From an optimization exercise on the open Yosys and OpenROAD flow, aimed at small area, a short achievable clock period and few clock cycles; shortcuts taken in it are not production practice.
At most, simulation tests tie the RTL to the original design; equivalence was not proved.

==> 08-06: inputs <==
==> flow/design.v <==
`timescale 1ns/1ps
package fm_index_pkg;
    localparam int OCC_DEPTH  = 64;                   
    localparam int OCC_AW     = $clog2(OCC_DEPTH);    
    localparam int POS_W      = 7;                    
    localparam int READ_DEPTH = 16;                   
    localparam int READ_AW    = $clog2(READ_DEPTH);   
    localparam int RLEN_W     = 5;                    
    typedef logic [1:0] base_t;
    localparam base_t BASE_A = 2'd0;
    localparam base_t BASE_C = 2'd1;
    localparam base_t BASE_G = 2'd2;
    localparam base_t BASE_T = 2'd3;
    typedef logic [POS_W-1:0] pos_t;
    typedef struct packed {
        pos_t cnt_t;
        pos_t cnt_g;
        pos_t cnt_c;
        pos_t cnt_a;
    } occ_entry_t;
    typedef enum logic [1:0] {
        TGT_OCC  = 2'd0,    
        TGT_C    = 2'd1,    
        TGT_READ = 2'd2     
    } load_tgt_t;
    typedef struct packed {
        logic                           valid;
        load_tgt_t                      tgt;
        logic [OCC_AW-1:0]              addr;
        logic [4*POS_W-1:0] data;    
    } load_t;
    typedef struct packed {
        base_t base;     
        logic  first;    
        logic  last;     
    } search_cmd_t;
    typedef struct packed {
        pos_t k;
        pos_t l;
    } interval_t;
    typedef struct packed {
        pos_t k;
        pos_t l;
        pos_t count;    
        logic              found;
        logic [RLEN_W-1:0] steps;    
    } result_t;
endpackage
`timescale 1ns/1ps
module fm_search_top (
    input  logic              clk,
    input  logic              arst_n_i,
    input  logic [36:0]       load_i,        
    input  logic              req_i,
    input  logic [4:0]        read_len_i,    
    output logic              ack_o,
    output logic [26:0]       result_o       
);
    localparam int PW = fm_index_pkg::POS_W;
    fm_index_pkg::load_t load;
    assign load = fm_index_pkg::load_t'(load_i);
    logic run_q;     
    logic ack_q;     
    logic ph_q;      
    logic start;
    logic busy;
    assign busy  = run_q | ack_q;
    assign start = req_i & ~busy;
    logic load_ok;
    assign load_ok = load.valid & ~busy;
    logic [4*PW-1:0] occ_q [64];
    logic [PW-1:0]   c_tab [4];
    logic [1:0]      rb_q  [16];
    for (genvar r = 0; r < 64; r++) begin : g_occ
        always_ff @(posedge clk) begin
            if (load_ok && load.tgt == fm_index_pkg::TGT_OCC && load.addr == 6'(r))
                occ_q[r] <= load.data;
        end
    end
    for (genvar c = 0; c < 4; c++) begin : g_c
        always_ff @(posedge clk) begin
            if (load_ok && load.tgt == fm_index_pkg::TGT_C && load.addr[1:0] == 2'(c))
                c_tab[c] <= load.data[PW-1:0];
        end
    end
    for (genvar i = 0; i < 16; i++) begin : g_rb
        always_ff @(posedge clk) begin
            if (load_ok && load.tgt == fm_index_pkg::TGT_READ && load.addr[3:0] == 4'(i))
                rb_q[i] <= load.data[1:0];
        end
    end
    logic [1:0] rb_m1 [16];
    for (genvar x = 0; x < 16; x++) begin : g_rbv
        assign rb_m1[x] = rb_q[(x + 15) % 16];
    end
    function automatic logic [11:0] predecode(input logic [5:0] x, input logic zero);
        logic [11:0] pd;
        for (int g = 0; g < 3; g++) begin
            for (int v = 0; v < 4; v++) begin
                pd[4*g + v] = (x[2*g +: 2] == 2'(v)) & ~(g == 0 && zero);
            end
        end
        predecode = pd;
    endfunction
    function automatic logic [63:0] rowsel_pd(input logic [11:0] pd);
        logic [63:0] rs;
        for (int r = 0; r < 64; r++) begin
            rs[r] = pd[(r + 1) % 4] & pd[4 + ((r + 1) / 4) % 4] & pd[8 + ((r + 1) % 64) / 16];
        end
        rowsel_pd = rs;
    endfunction
    function automatic logic [63:0] rowsel(input logic [5:0] x, input logic zero);
        logic [63:0] rs;
        for (int r = 0; r < 64; r++) begin
            rs[r] = (x == 6'((r + 1) % 64)) & ~zero;
        end
        rowsel = rs;
    endfunction
    logic [1:0]      c_q;        
    logic [3:0]      i_q;        
    logic [63:0]     rs_q;       
    logic [4*PW-1:0] row_q;      
    logic [PW-1:0]   ok_q;       
    logic            ck_q;       
    logic [PW-1:0]   k_q, l_q, count_q;
    logic            found_q;
    logic [4:0]      steps_q;
    logic [4*PW-1:0] m_row;
    always_comb begin
        m_row = '0;
        for (int r = 0; r < 64; r++) begin
            if (rs_q[r]) m_row = m_row | occ_q[r];
        end
    end
    logic [PW:0]   s_j  [4];    
    logic          e_j  [4];    
    logic [PW-1:0] n_j  [4];    
    for (genvar j = 0; j < 4; j++) begin : g_a
        logic [PW-1:0] cnt;
        assign cnt    = row_q[j*PW +: PW];
        assign s_j[j] = {1'b0, c_tab[j]} + {1'b0, cnt};
        assign e_j[j] = (ck_q == s_j[j][PW]) ? (ok_q >= cnt) : s_j[j][PW];
        assign n_j[j] = e_j[j] ? '0 : PW'(cnt - ok_q);
    end
    logic [PW:0]   sum;
    logic          empty;
    logic          done;
    assign sum   = s_j[c_q];
    assign empty = e_j[c_q];
    assign done  = empty | (i_q == '0);
    logic [11:0]   pd_c [4];
    for (genvar j = 0; j < 4; j++) begin : g_pdc
        assign pd_c[j] = predecode(c_tab[j][5:0], c_tab[j] == '0);
    end
    logic [1:0]    c1;    
    logic [PW-1:0] k1;
    assign c1 = rb_m1[read_len_i[3:0]];
    assign k1 = c_tab[c1];
    always_ff @(posedge clk) begin
        row_q <= m_row;
        if (start)      rs_q <= rowsel_pd(pd_c[c1]);
        else if (run_q) rs_q <= rowsel(sum[5:0], ph_q && sum[PW-1:0] == '0);
        else            rs_q <= rowsel(6'd0, 1'b0);
    end
    always_ff @(posedge clk) begin
        if (start) begin
            c_q     <= c1;
            i_q     <= read_len_i[3:0] - 4'd1;
            k_q     <= k1;
            ok_q    <= '0;
            ck_q    <= 1'b0;
            steps_q <= '0;
        end else if (run_q) begin
            if (ph_q) begin
                k_q  <= sum[PW-1:0];
                ok_q <= row_q[c_q*PW +: PW];
                ck_q <= sum[PW];
            end else begin
                l_q     <= sum[PW-1:0];
                found_q <= ~empty;
                count_q <= n_j[c_q];
                steps_q <= steps_q + 1'b1;
                c_q     <= rb_m1[i_q];
                i_q     <= i_q - 1'b1;
            end
        end
    end
    always_ff @(posedge clk or negedge arst_n_i) begin
        if (!arst_n_i) begin
            run_q <= 1'b0;
            ack_q <= 1'b0;
            ph_q  <= 1'b0;
        end else begin
            if (start) begin
                run_q <= 1'b1;
                ph_q  <= 1'b0;
            end else if (run_q) begin
                ph_q <= ~ph_q;
                if (!ph_q && done) begin
                    run_q <= 1'b0;
                    ack_q <= 1'b1;
                end
            end else if (ack_q && !req_i) begin
                ack_q <= 1'b0;
            end
        end
    end
    fm_index_pkg::result_t result;
    assign result.k     = k_q;
    assign result.l     = l_q;
    assign result.found = found_q;
    assign result.count = count_q;
    assign result.steps = steps_q;
    assign result_o = result;
    assign ack_o    = ack_q;
endmodule
==> flow/run.sh <==
#!/bin/bash
# synth_recipe.tcl (not shown) runs the flow's synth.tcl, then flattens the netlist and writes it again
# the make line also repeats each setting of config.mk as NAME=value (left out here)
make -C /OpenROAD-flow-scripts/flow DESIGN_CONFIG=/design/flow/config.mk WORK_HOME=/design/flow/orfs CLKGATE_MAP_FILE= SYNTH_SCRIPT=/design/flow/synth_recipe.tcl finish
==> flow/config.mk <==
export PLATFORM = sky130hd
export DESIGN_NAME = fm_search_top
export DESIGN_NICKNAME = fm_search_top
export VERILOG_FILES = /design/flow/design.v
export SDC_FILE = /design/flow/constraint.sdc
export NUM_CORES = 4
export LEC_CHECK = 0
export CAP_MARGIN = 20
export CORE_MARGIN = 2
export CORE_UTILIZATION = 35
export CTS_CLUSTER_DIAMETER = 120
export CTS_CLUSTER_SIZE = 20
export SETUP_SLACK_MARGIN = 2.9
export SLEW_MARGIN = 20
==> flow/constraint.sdc <==
create_clock -name core_clock -period 5.5 [get_ports {clk}]
set_input_delay 1.1000 -clock core_clock [delete_from_list [all_inputs] [get_ports {clk}]]
set_output_delay 1.1000 -clock core_clock [all_outputs]
set_load 0.01 [all_outputs]
==> inputs of 01-21, as changes to 08-06 <==
CTS_BUF_LIST = sky130_fd_sc_hd__clkbuf_8   (was not set)
CTS_CLUSTER_DIAMETER = not set   (was 120)
CTS_CLUSTER_SIZE = not set   (was 20)
SETUP_SLACK_MARGIN = 3.0   (was 2.9)
==> inputs of 12-20, as changes to 08-06 <==
==> flow/design.v, changed modules only <==
module fm_search_top (
    input  logic              clk,
    input  logic              arst_n_i,
    input  logic [36:0]       load_i,        
    input  logic              req_i,
    input  logic [4:0]        read_len_i,    
    output logic              ack_o,
    output logic [26:0]       result_o       
);
    localparam int PW = fm_index_pkg::POS_W;
    fm_index_pkg::load_t load;
    assign load = fm_index_pkg::load_t'(load_i);
    logic run_q;     
    logic ack_q;     
    logic start;     
    logic busy;
    assign busy  = run_q | ack_q;
    assign start = req_i & ~busy;
    logic load_ok;
    assign load_ok = load.valid & ~busy;
    logic [4*PW-1:0] occ_q [64];
    logic [PW-1:0]   c_tab [4];
    logic [1:0]      rb_q  [16];
    for (genvar r = 0; r < 64; r++) begin : g_occ
        always_ff @(posedge clk) begin
            if (load_ok && load.tgt == fm_index_pkg::TGT_OCC && load.addr == 6'(r))
                occ_q[r] <= load.data;
        end
    end
    for (genvar c = 0; c < 4; c++) begin : g_c
        always_ff @(posedge clk) begin
            if (load_ok && load.tgt == fm_index_pkg::TGT_C && load.addr[1:0] == 2'(c))
                c_tab[c] <= load.data[PW-1:0];
        end
    end
    for (genvar i = 0; i < 16; i++) begin : g_rb
        always_ff @(posedge clk) begin
            if (load_ok && load.tgt == fm_index_pkg::TGT_READ && load.addr[3:0] == 4'(i))
                rb_q[i] <= load.data[1:0];
        end
    end
    logic [PW-1:0] f_k [4];
    logic [PW-1:0] f_l [4];
    logic          f_e [4];    
    for (genvar c = 0; c < 4; c++) begin : g_first
        logic [PW-1:0] o63;
        logic [PW:0]   sum;
        assign o63    = occ_q[63][c*PW +: PW];
        assign sum    = {1'b0, c_tab[c]} + {1'b0, o63};
        assign f_k[c] = c_tab[c];
        assign f_l[c] = sum[PW-1:0];
        assign f_e[c] = sum[PW] | (o63 == '0);    
    end
    logic [1:0] rb_m1 [16];
    logic [1:0] rb_m2 [16];
    for (genvar x = 0; x < 16; x++) begin : g_rbv
        assign rb_m1[x] = rb_q[(x + 15) % 16];
        assign rb_m2[x] = rb_q[(x + 14) % 16];
    end
    logic [PW-1:0] k_q, l_q;
    logic [1:0]    c_q;        
    logic [3:0]    i_q;        
    logic [4:0]    steps_q;
    logic [PW-1:0] col [64];
    for (genvar x = 0; x < 64; x++) begin : g_col
        assign col[x] = occ_q[(x + 63) % 64][c_q*PW +: PW];
    end
    logic [PW-1:0] ok, ol, cc;
    logic [PW:0]   nk, nl;
    logic          empty;
    assign cc    = c_tab[c_q];
    assign ok    = (k_q == '0) ? '0 : col[k_q[5:0]];
    assign ol    = col[l_q[5:0]];
    assign nk    = {1'b0, cc} + {1'b0, ok};
    assign nl    = {1'b0, cc} + {1'b0, ol};
    assign empty = (nk[PW] == nl[PW]) ? (ok >= ol) : nl[PW];
    logic [3:0] j;           
    logic       s_last;      
    logic       s_empty;
    logic       done;
    logic [1:0] c1;
    assign j       = run_q ? i_q : read_len_i[3:0];
    assign c1      = rb_m1[read_len_i[3:0]];
    assign s_last  = run_q ? (i_q == 4'd1) : (read_len_i[3:0] == 4'd1);
    assign s_empty = run_q ? empty : f_e[c1];
    assign done    = s_last | s_empty;
    always_ff @(posedge clk) begin
        if (run_q || start) begin
            k_q     <= run_q ? nk[PW-1:0] : f_k[c1];
            l_q     <= run_q ? nl[PW-1:0] : f_l[c1];
            steps_q <= run_q ? steps_q + 1'b1 : 5'd1;
            i_q     <= j - 1'b1;
            c_q     <= rb_m2[j];
        end
    end
    always_ff @(posedge clk or negedge arst_n_i) begin
        if (!arst_n_i) begin
            run_q <= 1'b0;
            ack_q <= 1'b0;
        end else begin
            if (run_q || start) begin
                run_q <= ~done;
                ack_q <= done;
            end else if (ack_q && !req_i) begin
                ack_q <= 1'b0;
            end
        end
    end
    logic found;
    assign found = (k_q < l_q);
    fm_index_pkg::result_t result;
    assign result.k     = k_q;
    assign result.l     = l_q;
    assign result.found = found;
    assign result.count = found ? PW'(l_q - k_q) : '0;
    assign result.steps = steps_q;
    assign result_o = result;
    assign ack_o    = ack_q;
endmodule
CTS_CLUSTER_DIAMETER = not set   (was 120)
CTS_CLUSTER_SIZE = not set   (was 20)
SETUP_SLACK_MARGIN = not set   (was 2.9)
==> inputs of 02-05, as changes to 08-06 <==
==> flow/design.v, changed modules only <==
module fm_search_top (
    input  logic              clk,
    input  logic              arst_n_i,
    input  logic [36:0]       load_i,        
    input  logic              req_i,
    input  logic [4:0]        read_len_i,    
    output logic              ack_o,
    output logic [26:0]       result_o       
);
    localparam int PW = fm_index_pkg::POS_W;
    fm_index_pkg::load_t load;
    assign load = fm_index_pkg::load_t'(load_i);
    logic run_q;     
    logic ack_q;     
    logic ph_q;      
    logic start;
    logic busy;
    assign busy  = run_q | ack_q;
    assign start = req_i & ~busy;
    logic load_ok;
    assign load_ok = load.valid & ~busy;
    logic [4*PW-1:0] occ_q [64];
    logic [PW-1:0]   c_tab [4];
    logic [1:0]      rb_q  [16];
    for (genvar r = 0; r < 64; r++) begin : g_occ
        always_ff @(posedge clk) begin
            if (load_ok && load.tgt == fm_index_pkg::TGT_OCC && load.addr == 6'(r))
                occ_q[r] <= load.data;
        end
    end
    for (genvar c = 0; c < 4; c++) begin : g_c
        always_ff @(posedge clk) begin
            if (load_ok && load.tgt == fm_index_pkg::TGT_C && load.addr[1:0] == 2'(c))
                c_tab[c] <= load.data[PW-1:0];
        end
    end
    for (genvar i = 0; i < 16; i++) begin : g_rb
        always_ff @(posedge clk) begin
            if (load_ok && load.tgt == fm_index_pkg::TGT_READ && load.addr[3:0] == 4'(i))
                rb_q[i] <= load.data[1:0];
        end
    end
    logic [1:0] rb_m1 [16];
    for (genvar x = 0; x < 16; x++) begin : g_rbv
        assign rb_m1[x] = rb_q[(x + 15) % 16];
    end
    logic [1:0]      c_q;        
    logic [3:0]      i_q;        
    logic [PW-1:0]   a_q;        
    logic [4*PW-1:0] row_q;      
    logic            z_q;        
    logic [PW-1:0]   ok_q;       
    logic            ck_q;       
    logic [PW-1:0]   k_q, l_q, count_q;
    logic            found_q;
    logic [4:0]      steps_q;
    logic [4*PW-1:0] m_row;
    always_comb begin
        m_row = '0;
        for (int x = 0; x < 64; x++) begin
            if (a_q[5:0] == 6'(x)) m_row = m_row | occ_q[(x + 63) % 64];
        end
    end
    logic [PW-1:0] o;
    logic [PW-1:0] cc;
    logic [PW:0]   sum;
    logic          empty;
    logic          done;
    assign o     = z_q ? '0 : row_q[c_q*PW +: PW];
    assign cc    = c_tab[c_q];
    assign sum   = {1'b0, cc} + {1'b0, o};
    assign empty = (ck_q == sum[PW]) ? (ok_q >= o) : sum[PW];
    assign done  = empty | (i_q == '0);
    logic [1:0] c1;    
    assign c1 = rb_m1[read_len_i[3:0]];
    always_ff @(posedge clk) begin
        if (start) begin
            c_q     <= c1;
            i_q     <= read_len_i[3:0] - 4'd1;
            a_q     <= c_tab[c1];
            k_q     <= c_tab[c1];
            row_q   <= occ_q[63];
            z_q     <= 1'b0;
            ok_q    <= '0;
            ck_q    <= 1'b0;
            steps_q <= '0;
        end else if (run_q) begin
            row_q <= m_row;
            z_q   <= ~ph_q & (a_q == '0);    
            a_q   <= sum[PW-1:0];
            if (ph_q) begin
                k_q  <= sum[PW-1:0];
                ok_q <= o;
                ck_q <= sum[PW];
            end else begin
                l_q     <= sum[PW-1:0];
                found_q <= ~empty;
                count_q <= empty ? '0 : PW'(o - ok_q);
                steps_q <= steps_q + 1'b1;
                c_q     <= rb_m1[i_q];
                i_q     <= i_q - 1'b1;
            end
        end
    end
    always_ff @(posedge clk or negedge arst_n_i) begin
        if (!arst_n_i) begin
            run_q   <= 1'b0;
            ack_q   <= 1'b0;
            ph_q    <= 1'b0;
        end else begin
            if (start) begin
                run_q   <= 1'b1;
                ph_q    <= 1'b0;
            end else if (run_q) begin
                ph_q    <= ~ph_q;
                    if (!ph_q && done) begin
                    run_q <= 1'b0;
                    ack_q <= 1'b1;
                end
            end else if (ack_q && !req_i) begin
                ack_q <= 1'b0;
            end
        end
    end
    fm_index_pkg::result_t result;
    assign result.k     = k_q;
    assign result.l     = l_q;
    assign result.found = found_q;
    assign result.count = count_q;
    assign result.steps = steps_q;
    assign result_o = result;
    assign ack_o    = ack_q;
endmodule
CTS_CLUSTER_DIAMETER = not set   (was 120)
CTS_CLUSTER_SIZE = not set   (was 20)
SETUP_SLACK_MARGIN = 2.5   (was 2.9)
==> flow_summary.yaml <==
floorplan:
  die-area_mm2: 0.216
clock_network:
  post_cts_buffers: 152
final_layout:
  seq-cell-share: 0.640
  num-nonclk-inverters: 40
  buffers_excl_clock: 528
  multi_input_area_share: 0.182
setup_path:
  cp_num_buf_inv: 0
  critPathKind: "reg -> reg"
timing:
  post-route-period-util: 0.501
outcome:
  status: "complete, no violations"
synthesis:
  synth_top_family_by_area: "compound AO/OA/AOI/OAI gates"
That was 01-21.
==> flow_summary.yaml <==
outcome:
  status: "complete, no violations"
synthesis:
  ys_top_cells_by_area: "edfxtp_1 (73%), mux4_2 (14%), a22oi_1 (3.7%)"
  yosysMostFrequentCell: "edfxtp_1"
  synth_top_family_by_area: "multiplexers"
setup_path:
  critPathKind: "reg -> reg"
  cp_num_buf_inv: 6
final_layout:
  buffers_excl_clock: 536
  seq-cell-share: 0.623
  num-nonclk-inverters: 42
timing:
  post-route-period-util: 0.968
global_route:
  grt_max_degree: 69
clock_network:
  post_cts_buffers: 0
floorplan:
  die-area_mm2: 0.224
That was 12-20.
==> flow_summary.yaml <==
outcome:
  status: "complete, no violations"
floorplan:
  die-area_mm2: 0.208
synthesis:
  synth_top_family_by_area: "compound AO/OA/AOI/OAI gates"
setup_path:
  critPathKind: "reg -> reg"
clock_network:
  post_cts_buffers: 246
final_layout:
  buffers_excl_clock: 560
That was 02-05.
==> flow_summary.yaml <==
setup_path:
  critPathKind: "in -> reg"
final_layout:
  num-nonclk-inverters: 40
  multi_input_area_share: 0.190
  seq-cell-share: 0.674
  buffers_excl_clock: 453
floorplan:
  die-area_mm2: 0.216
timing:
  post-route-period-util: 0.503
outcome:
  status: "complete, no violations"
synthesis:
  synth_top_family_by_area: "compound AO/OA/AOI/OAI gates"
That was 08-06.
Testbench counts of 08-06, summed over its fixed seeds: cycles 29,897.
Testbench counts of 01-21, summed over its fixed seeds: cycles 29,897.
Testbench counts of 12-20, summed over its fixed seeds: cycles 21,130.
No functional check of the RTL was part of 02-05.

-- static timing again, ports no longer ideal --
How much do the figures lean on ideal ports? The routed layouts below were timed once more, with nothing changed but the port constraints. Step 1 sets driving cells, clkbuf_16 on the clock port and buf_2 on the other inputs (assumed; they add their load-dependent delay and slew). Step 2 times the ports against the registers' clock, not the clock port: input delays grow and output delays shrink by t, the midpoint of the rising clock arrivals with the driver on. Slacks: no drivers / after step 1 / after step 2; pairs: no drivers / after step 1.
| run | shift t [ns] | slack for setup (ns) | worst setup path after step 2 |
|---|---|---|---|
| 08-06 | 0.877 | 2.733 / 2.746 / 1.887 | input to register |
| 01-21 | 1.135 | 2.742 / 2.742 / 1.768 | input to register |
| 12-20 | 0.931 | 0.179 / 0.179 / 0.179 | register to register |
| 02-05 | 0.908 | 2.234 / 2.234 / 1.577 | input to register |
After both steps every run listed still meets setup and hold. The setup slack of 01-21, which loses most, moves by 0.000 ns with the drivers and by -0.974 ns with both steps.
